Background: an optimization exercise with open tools, aiming at small area. Do not read the settings as production practice. RTL that was checked went through simulation tests only; none was proved equivalent to the original. The clock port is modelled as an ideal driver; clocking choices that lean on that would not hold on a real chip. Power figures rest on the tool's default switching activity, not on a simulated workload.

// cp0_exc_ctrl
module cp0_exc_ctrl
#(
  parameter int          NUM_IRQ    = 6,
  parameter int          NEST_DEPTH = 3,
  parameter logic [31:0] EXC_VECTOR = 32'h00400004
) (
  input  logic               cp0_clk,
  input  logic               cp0_rst,
  input  logic               cp0_ena,
  input  logic               mfc0,
  input  logic               mtc0,
  input  logic               eret,
  input  logic               exc_req,
  input  logic [4:0]         exc_code,
  input  logic [31:0]        pc,
  input  logic [4:0]         addr,
  input  logic [31:0]        data_in,
  input  logic [NUM_IRQ-1:0] irq,
  output logic [31:0]        cp0_out,
  output logic [31:0]        pc_redirect,
  output logic               exc_take,
  output logic [2:0]         nest_lvl,
  output logic               nest_ovf
);
  logic [31:0] regs [32];
  logic [31:0] reg_v;
  logic [31:0] status;
  logic        status_v;
  logic [31:0] epc;
  logic        epc_v;
  logic [4:0]  excode;
  logic [NUM_IRQ-1:0] ip_q;
  logic [7:0]  ip;
  logic        trap;
  logic        irq_pend;
  logic        take;
  logic        full;
  logic        do_mtc0;
  logic        wr_en;
  logic        push;
  logic        pop;
  logic        wr_status;
  logic        wr_epc;
  function automatic logic is_trap(input logic [4:0] c);
    is_trap = (c == EXC_SYSCALL) ||
              (c == EXC_BREAK) ||
  ...
Size in the first run: roughly 3,300 cells after synthesis, about 1,000 flip-flops, ~0.037 mm2 of cells after synthesis.
Settings: LEC_CHECK=0, CAP_MARGIN=0, CORE_MARGIN=2, CORE_UTILIZATION=40, SLEW_MARGIN=0, SYNTH_HIERARCHICAL=1; clock period 14.0 ns.
standard.sh (not shown) runs the stock make flow with config.mk's settings and CLKGATE_MAP_FILE= SYNTH_SCRIPT=/design/flow/synth_recipe.tcl, a recipe that flattens the netlist after the stock synthesis.
==> flow/flow/run.sh <==
#!/bin/bash
# Own layout flow:
#  2. the standard ORFS steps from floorplan on, with small port buffers,
#     clustered clock inverters (pre_cts.tcl) and CTS without dummy loads.
# Each tool's output goes to a log file of its own in this folder.
set -euo pipefail
W=$(pwd)

bash standard.sh synth > 1_standard_synth.log 2>&1

# our config: the standard flow's plus the layout options in flow/extra.mk
cp config.mk own_config.mk
cat $W/flow/extra.mk >> own_config.mk
echo "export PRE_CTS_TCL = $W/flow/pre_cts.tcl" >> own_config.mk
sed -e "s#DESIGN_CONFIG=[^ ]*#DESIGN_CONFIG=$W/own_config.mk#" standard.sh > own_standard.sh

bash own_standard.sh finish > 2_own_layout.log 2>&1
test -f out/final.def
==> flow/flow/extra.mk <==
export BUFFER_PORTS_ARGS = -buffer_cell sky130_fd_sc_hd__buf_1
export CTS_ARGS = -clk_nets cp0_clk -sink_clustering_enable -sink_clustering_size 15 -sink_clustering_max_diameter 70 -repair_clock_nets -dont_use_dummy_load
export PC_CLUSTER = 10
Other scripts of this flow, unchanged in this note and not shown: flow/flow/pre_cts.tcl
Change:
==> flow/flow/extra.mk (replaced) <==
export BUFFER_PORTS_ARGS = -buffer_cell sky130_fd_sc_hd__buf_1
export CTS_ARGS = -clk_nets cp0_clk -sink_clustering_enable -repair_clock_nets -dont_use_dummy_load
export PC_CLUSTER = 10
What happened: The changed run produced a clean layout. Via count climbs by 0.55%. Worst setup slack degrades by 47 ps. Clock power is higher by about 6%. Clock skew came out lower by 10 ps. Power went up by about 1.6%. Final area came out higher by about 0.34%. First-iteration DRC count is lower by about 2.3%.

========
The RTL this note starts from:
==> flow/design.v <==
package cp0_pkg;
  localparam logic [4:0] REG_COUNT   = 5'd9;
  localparam logic [4:0] REG_COMPARE = 5'd11;
  localparam logic [4:0] REG_STATUS  = 5'd12;
  localparam logic [4:0] REG_CAUSE   = 5'd13;
  localparam logic [4:0] REG_EPC     = 5'd14;
  typedef enum logic [4:0] {
    EXC_INT     = 5'd0,
    EXC_SYSCALL = 5'd8,
    EXC_BREAK   = 5'd9,
    EXC_TEQ     = 5'd13
  } exc_code_e;
  localparam int IE_BIT  = 0;
  localparam int IM_LSB  = 8;
  localparam int IP_LSB  = 8;
  localparam int EXC_LSB = 2;
endpackage
import cp0_pkg::*;
module cp0_timer
(
  input  logic        clk,
  input  logic        rst,
  input  logic        ena,
  input  logic        wr_en,
  input  logic [4:0]  addr,
  input  logic [31:0] data_in,
  output logic [31:0] count,
  output logic [31:0] compare,
  output logic        tick
);
  always_ff @(negedge clk or posedge rst) begin
    if (rst) begin
      count   <= '0;
      compare <= '0;
      tick    <= 1'b0;
    end else if (ena) begin
      if (wr_en && addr == REG_COUNT)
        count <= data_in;
      else
        count <= count + 32'd1;
      if (wr_en && addr == REG_COMPARE) begin
        compare <= data_in;
        tick    <= 1'b0;
      end else if (count == compare) begin
        tick    <= 1'b1;
      end
    end
  end
endmodule
import cp0_pkg::*;
module cp0_exc_ctrl
#(
  parameter int          NUM_IRQ    = 6,
  parameter int          NEST_DEPTH = 3,
  parameter logic [31:0] EXC_VECTOR = 32'h00400004
) (
  input  logic               cp0_clk,
  input  logic               cp0_rst,
  input  logic               cp0_ena,
  input  logic               mfc0,
  input  logic               mtc0,
  input  logic               eret,
  input  logic               exc_req,
  input  logic [4:0]         exc_code,
  input  logic [31:0]        pc,
  input  logic [4:0]         addr,
  input  logic [31:0]        data_in,
  input  logic [NUM_IRQ-1:0] irq,
  output logic [31:0]        cp0_out,
  output logic [31:0]        pc_redirect,
  output logic               exc_take,
  output logic [2:0]         nest_lvl,
  output logic               nest_ovf
);
  logic [31:0] regs [32];
  logic [31:0] reg_v;
  logic [31:0] status;
  logic        status_v;
  logic [31:0] epc;
  logic        epc_v;
  logic [4:0]  excode;
  logic [NUM_IRQ-1:0] ip_q;
  logic [7:0]  ip;
  logic        trap;
  logic        irq_pend;
  logic        take;
  logic        full;
  logic        do_mtc0;
  logic        wr_en;
  logic        hw_reg;
  logic [31:0] rd_data;
  logic        rd_v;
  function automatic logic is_trap(input logic [4:0] c);
    is_trap = (c == EXC_SYSCALL) ||
              (c == EXC_BREAK) ||
              (c == EXC_TEQ);
  endfunction
  logic [31:0] count;
  logic [31:0] compare;
  logic        tmr_tick;
  cp0_timer u_timer (
    .clk     (cp0_clk),
    .rst     (cp0_rst),
    .ena     (cp0_ena),
    .wr_en   (wr_en),
    .addr    (addr),
    .data_in (data_in),
    .count   (count),
    .compare (compare),
    .tick    (tmr_tick)
  );
  always_comb begin
    ip = '0;
    ip[NUM_IRQ-1:0] = ip_q;
    ip[7] = tmr_tick;
  end
  assign trap     = exc_req & is_trap(exc_code);
  assign irq_pend = status_v & status[IE_BIT] &
                    (|(status[IM_LSB +: 8] & ip));
  assign take     = trap | irq_pend;
  assign full     = (nest_lvl == 3'(NEST_DEPTH));
  assign do_mtc0  = mtc0 & ~take & ~eret;
  assign wr_en    = cp0_ena & do_mtc0;
  assign hw_reg = (addr == REG_STATUS) || (addr == REG_CAUSE) ||
                  (addr == REG_EPC) || (addr == REG_COUNT) ||
                  (addr == REG_COMPARE);
  always_ff @(negedge cp0_clk or posedge cp0_rst) begin
    if (cp0_rst) begin
      status_v <= 1'b0;
      epc_v    <= 1'b0;
      excode   <= '0;
      ip_q     <= '0;
      nest_lvl <= '0;
      exc_take <= 1'b0;
      nest_ovf <= 1'b0;
    end else if (!cp0_ena) begin
      exc_take <= 1'b0;
    end else begin
      ip_q     <= irq;
      exc_take <= 1'b0;
      if (take) begin
        if (full) begin
          nest_ovf <= 1'b1;
        end else begin
          epc_v    <= 1'b1;
          excode   <= trap ? exc_code : 5'(EXC_INT);
          nest_lvl <= nest_lvl + 3'd1;
          exc_take <= 1'b1;
        end
      end else if (eret) begin
        if (nest_lvl != 3'd0)
          nest_lvl <= nest_lvl - 3'd1;
      end else if (do_mtc0) begin
        case (addr)
          REG_STATUS: begin
            status_v <= 1'b1;
            nest_ovf <= 1'b0;
          end
          REG_CAUSE: excode <= data_in[EXC_LSB +: 5];
          REG_EPC:   epc_v  <= 1'b1;
          default:   ;
        endcase
      end
    end
  end
  always_ff @(negedge cp0_clk) begin
    if (cp0_ena) begin
      if (take) begin
        if (!full) begin
          status <= status << 5;
          epc    <= trap ? pc + 32'd4 : pc;
        end
      end else if (eret) begin
        status <= status >> 5;
      end else if (do_mtc0) begin
        if (addr == REG_STATUS) status <= data_in;
        if (addr == REG_EPC)    epc    <= data_in;
      end
    end
  end
  for (genvar i = 0; i < 32; i++) begin : g_reg
    if (i == REG_STATUS || i == REG_CAUSE || i == REG_EPC ||
        i == REG_COUNT || i == REG_COMPARE) begin : g_hw
      assign regs[i]  = '0;
      assign reg_v[i] = 1'b0;
    end else begin : g_st
      always_ff @(negedge cp0_clk or posedge cp0_rst) begin
        if (cp0_rst)
          reg_v[i] <= 1'b0;
        else if (wr_en && addr == 5'(i))
          reg_v[i] <= 1'b1;
      end
      always_ff @(negedge cp0_clk) begin
        if (wr_en && addr == 5'(i))
          regs[i] <= data_in;
      end
    end
  end
  always_comb begin
    case (addr)
      REG_STATUS:  begin rd_data = status;  rd_v = status_v; end
      REG_CAUSE:   begin
        rd_data = '0;
        rd_data[IP_LSB +: 8]  = ip;
        rd_data[EXC_LSB +: 5] = excode;
        rd_v = 1'b1;
      end
      REG_EPC:     begin rd_data = epc;     rd_v = epc_v; end
      REG_COUNT:   begin rd_data = count;   rd_v = 1'b1; end
      REG_COMPARE: begin rd_data = compare; rd_v = 1'b1; end
      default:     begin rd_data = regs[addr]; rd_v = reg_v[addr]; end
    endcase
  end
  assign cp0_out     = (mfc0 & cp0_ena & rd_v) ? rd_data : 32'h0;
  assign pc_redirect = (eret & cp0_ena) ? (epc_v ? epc : 32'h0) : EXC_VECTOR;
endmodule
==> flow/config.mk <==
export PLATFORM = sky130hd
export DESIGN_NAME = cp0_exc_ctrl
export DESIGN_NICKNAME = cp0_exc_ctrl
export VERILOG_FILES = /design/flow/design.v
export SDC_FILE = /design/flow/constraint.sdc
export NUM_CORES = 4
export LEC_CHECK = 0
export CAP_MARGIN = 20
export CORE_MARGIN = 2
export CORE_UTILIZATION = 40
export SLEW_MARGIN = 20
==> flow/constraint.sdc <==
create_clock -name core_clock -period 14.0 [get_ports {cp0_clk}]
set_input_delay 2.8000 -clock core_clock [delete_from_list [all_inputs] [get_ports {cp0_clk}]]
set_output_delay 2.8000 -clock core_clock [all_outputs]
set_load 0.01 [all_outputs]
==> flow/flow/run.sh <==
#!/bin/bash
# Standard layout, unchanged; full output kept in standard.log.
bash standard.sh > standard.log 2>&1
==> next run, changes <==
==> flow/run.sh (new file) <==
#!/bin/bash
# synth_recipe.tcl (not shown) runs the flow's synth.tcl, then flattens the netlist and writes it again
# the make line also repeats each setting of config.mk as NAME=value (left out here)
make -C /OpenROAD-flow-scripts/flow DESIGN_CONFIG=/design/flow/config.mk WORK_HOME=/design/flow/orfs CLKGATE_MAP_FILE= SYNTH_SCRIPT=/design/flow/synth_recipe.tcl finish
removed: flow/flow/run.sh
removed: flow/standard.sh
Effect: Power does not change. Wire length is unchanged. Global-route usage does not change. Via count stays the same. Synthesized area does not change.
Function was not checked in any run of this note: the RTL went through the layout flow alone.
